Source: an optimization exercise on an open RTL-to-GDS flow (aim: small area, a short achievable clock period and few clock cycles per item). Production flows keep margins and buffers that such runs may drop.
The RTL was checked by simulation tests, not by an equivalence proof against the original design.

## alu_top
module alu_top #(
    parameter int LFSR_MAX_STEPS = 8
) (
    input  logic     i_clk,
    input  logic     i_rst_n,
    input  logic     i_req,
    input  alu_pkg::alu_req_t i_cmd,
    output logic     o_ack,
    output alu_pkg::fx_t      o_result
);
    logic        f_add, f_sub, f_mul, f_mac, f_lrcw, f_lfsr;
    logic [15:0] a_q;
    logic [15:0] bx_q;      
    logic        first;
    logic [1:0]  step;
    logic [15:0] acc;
    logic        acc_ok;
    logic        f_macc;    
    logic [15:0] arith_res;
    logic [15:0] bits_res;
    logic [4:0]  clz_in;
    always_ff @(posedge i_clk) begin
        f_add  <= (i_cmd.op == alu_pkg::OP_FXADD);
        f_sub  <= (i_cmd.op == alu_pkg::OP_FXSUB);
        f_mul  <= (i_cmd.op == alu_pkg::OP_FXMUL);
        f_mac  <= (i_cmd.op == alu_pkg::OP_FXMAC);
        f_macc <= (i_cmd.op == alu_pkg::OP_FXMAC) && acc_ok;
        f_lrcw <= (i_cmd.op == alu_pkg::OP_LRCW);
  ...
Size in the first run: ~1100 cells after synthesis, ~95 flip-flops, about 56 I/O pins.
==> flow/config.mk <==
export PLATFORM = sky130hd
export DESIGN_NAME = alu_top
export DESIGN_NICKNAME = alu_top
export VERILOG_FILES = /design/flow/design.v
export SDC_FILE = /design/flow/constraint.sdc
export NUM_CORES = 4
export LEC_CHECK = 0
export CAP_MARGIN = 20
export CORE_MARGIN = 2
export CORE_UTILIZATION = 65
export SLEW_MARGIN = 20
==> flow/constraint.sdc <==
create_clock -name core_clock -period 9.5 [get_ports {i_clk}]
set_input_delay 1.9000 -clock core_clock [delete_from_list [all_inputs] [get_ports {i_clk}]]
set_output_delay 1.9000 -clock core_clock [all_outputs]
set_load 0.01 [all_outputs]
standard.sh (not shown) runs the stock make flow with config.mk's settings and CLKGATE_MAP_FILE= SYNTH_SCRIPT=/design/flow/synth_recipe.tcl, a recipe that flattens the netlist after the stock synthesis.
==> flow/flow/run.sh <==
#!/bin/bash
# Standard layout, with the timing repair aiming further below the clock
# period and small port buffers.
set -euo pipefail
bash standard.sh SETUP_SLACK_MARGIN=6.1 "BUFFER_PORTS_ARGS=-buffer_cell sky130_fd_sc_hd__buf_1" finish > standard_flow.log 2>&1
Testbench counts at the start, summed over its fixed seeds: cycles 21,608, ops 4,800.
Rerun with:
==> flow/flow/run.sh (replaced) <==
#!/bin/bash
# Standard layout, with the timing repair aiming further below the clock
# period and small port buffers.
set -euo pipefail
bash standard.sh SETUP_SLACK_MARGIN=5.8 "BUFFER_PORTS_ARGS=-buffer_cell sky130_fd_sc_hd__buf_1" finish > standard_flow.log 2>&1
Hold slack gets worse by 0.034 ns.
Register-to-register slack degrades by 0.17 ns.
Cell area goes down by 7.2%.
Clock skew goes up by 0.0081 ns.
Core utilization fell by 5.8 points.
Rerun with:
- CORE_UTILIZATION: 65 -> 72
After rerunning: Setup slack loses 0.094 ns. Register-to-register slack loses 0.09 ns. Routed wire length came out higher by 1.9%. Critical path depth does not change. Worst hold slack improved by 0.033 ns. Cell count falls by 1.2%.


build 98:
alu_top, a different RTL version from the one above (not shown whole).
Size in the first run: about 1500 cells after synthesis, about 95 flip-flops, roughly 10000 um^2 of cells after synthesis.
==> flow/design.v (excerpt) <==
module alu_top #(
    parameter int LFSR_MAX_STEPS = 8
) (
    input  logic     i_clk,
    input  logic     i_rst_n,
    input  logic     i_req,
    input  alu_pkg::alu_req_t i_cmd,
    output logic     o_ack,
    output alu_pkg::fx_t      o_result
);
export LEC_CHECK = 0
export ABC_AREA = 1
export CAP_MARGIN = 20
export CORE_MARGIN = 2
export CORE_UTILIZATION = 65
export SLEW_MARGIN = 20
create_clock -name core_clock -period 9.5 [get_ports {i_clk}]
==> flow/flow/run.sh <==
#!/bin/bash
# Standard layout, with the timing repair aiming further below the clock
# period and small port buffers.
set -euo pipefail
bash standard.sh SETUP_SLACK_MARGIN=6.5 "BUFFER_PORTS_ARGS=-buffer_cell sky130_fd_sc_hd__buf_1" finish > standard_flow.log 2>&1
Build 98: no failed stages, no open violations at the end
Testbench counts of build 98, summed over its fixed seeds: cycles 21,608, ops 4,800.
Input changes introduced in build 70 (baseline for comparison: build 98):
==> flow/flow/run.sh <==
#!/bin/bash
# Standard layout, with the timing repair aiming further below the clock
# period and small port buffers.
set -euo pipefail
bash standard.sh SETUP_SLACK_MARGIN=6.0 "BUFFER_PORTS_ARGS=-buffer_cell sky130_fd_sc_hd__buf_1" finish > standard_flow.log 2>&1
==> results.txt <==
The die area of build 98 and that of build 70 are within noise of each other. Cells: build 70 has fewer instances than build 98. As far as met1 track demand over resource is concerned, build 70 and build 98 perform about the same. Relative to build 98, weighted congestion at the end of routability-driven global placement has increased by about 3.5% in build 70. Relative to build 98, final period demand of the worst path has increased by 64 ps in build 70. Compared to build 98, build 70 has global-route usage over all layers 1.5 points lower. The run with more routed wire is build 98, not build 70. Setup WNS build 98 -> build 70: worse.
For build 47, these inputs were changed with respect to build 70:
- ABC_AREA no longer set, was 1
==> flow/flow/run.sh <==
#!/bin/bash
# Standard layout, with the timing repair aiming further below the clock
# period and small port buffers.
set -euo pipefail
bash standard.sh SETUP_SLACK_MARGIN=5.6 "BUFFER_PORTS_ARGS=-buffer_cell sky130_fd_sc_hd__buf_1" finish > standard_flow.log 2>&1
--- outcome ---
- Compared to build 70, build 47 shows a narrower setup margin.
- | total number of tap cells | higher: build 70 |
- Measured against each other, build 70 and build 47 differ in synthesized-area fraction occupied by ao, oa, aoi and oai cells, the higher figure coming from build 47.
- Between build 70 and build 47, detailed route wirelength on metal2 decreased.
- Compared to build 70, build 47 has final critical-path share of the clock period 5.0 points higher.
- Final-layout clock buffer total: build 47 vs build 70 identical
- Changes observed in build 47 relative to build 70: utilization after layout picked up an extra 0.85 points; multi-input gate count lost 258.
## Diff of input files: build 88 against build 47
- an added ABC_AREA of 1
==> flow/flow/run.sh <==
#!/bin/bash
# Standard layout, with the timing repair aiming further below the clock
# period and small port buffers.
set -euo pipefail
bash standard.sh SETUP_SLACK_MARGIN=6.3 "BUFFER_PORTS_ARGS=-buffer_cell sky130_fd_sc_hd__buf_1" finish > standard_flow.log 2>&1
--- outcome ---
- Summary of build 88 over build 47: longest individual stage delay on the worst path went down by 140 ps, utilization went up by 2.5 points, share of the clock period used by the worst path went down by 5.8 points, die footprint went up by about 5%.
- In build 88 the worst slack at placement turned out 540 ps higher than in build 47.
- Compared with build 47, build 88 has extra setup slack.
- Build 88 ended up with u_fx_arith.h_q[14] as its capture point of the worst path; build 47 ended up with u_ctrl.result_q[3].
- Total routing resource utilization after global routing (higher): build 88
- Measured against each other, build 47 and build 88 differ in portion of the layout cell area used by clock cells, the higher figure coming from build 47.

==> what the ideal ports hide <==
The flow's constraints put no driver on any port. The routed layouts listed below were extracted and timed again, unchanged, in two steps. Step 1 (the two cells are an assumption about what drives the block):
set clk [get_ports {i_clk}]
set_driving_cell -lib_cell sky130_fd_sc_hd__clkbuf_16 $clk
set_driving_cell -lib_cell sky130_fd_sc_hd__buf_2 [delete_from_list [all_inputs] $clk]
Step 2, shift: input delay + t, output delay - t, t = (earliest + latest rising clock arrival at the registers) / 2. This alone moves slack from input paths to output paths. Slacks: no drivers / after step 1 / after step 2; pairs: no drivers / after step 1.
run | shift t [ns] | setup slack, ns | worst hold slack (ns) | cell pins on the clock port's net
the first run of note 1 | 0.406 | 6.074 / 6.074 / 5.814 | 0.390 / 0.390 / 0.390 | 1
the second run of note 1 | 0.403 | 5.901 / 5.901 / 5.643 | 0.356 / 0.356 / 0.356 | 1
the third run of note 1 | 0.411 | 5.807 / 5.807 / 5.723 | 0.389 / 0.389 / 0.389 | 1
build 98 | 0.412 | 6.262 / 6.262 / 6.138 | 0.408 / 0.408 / 0.408 | 1
build 70 | 0.395 | 6.198 / 6.198 / 5.984 | 0.398 / 0.398 / 0.398 | 1
build 47 | 0.401 | 5.723 / 5.723 / 5.606 | 0.358 / 0.358 / 0.358 | 1
build 88 | 0.398 | 6.276 / 6.276 / 6.039 | 0.401 / 0.401 / 0.401 | 1
After both steps setup and hold are still met in every run listed. The setup slack of the first run of note 1, which loses most, moves by 0.000 ns with the drivers and by -0.260 ns with both steps.
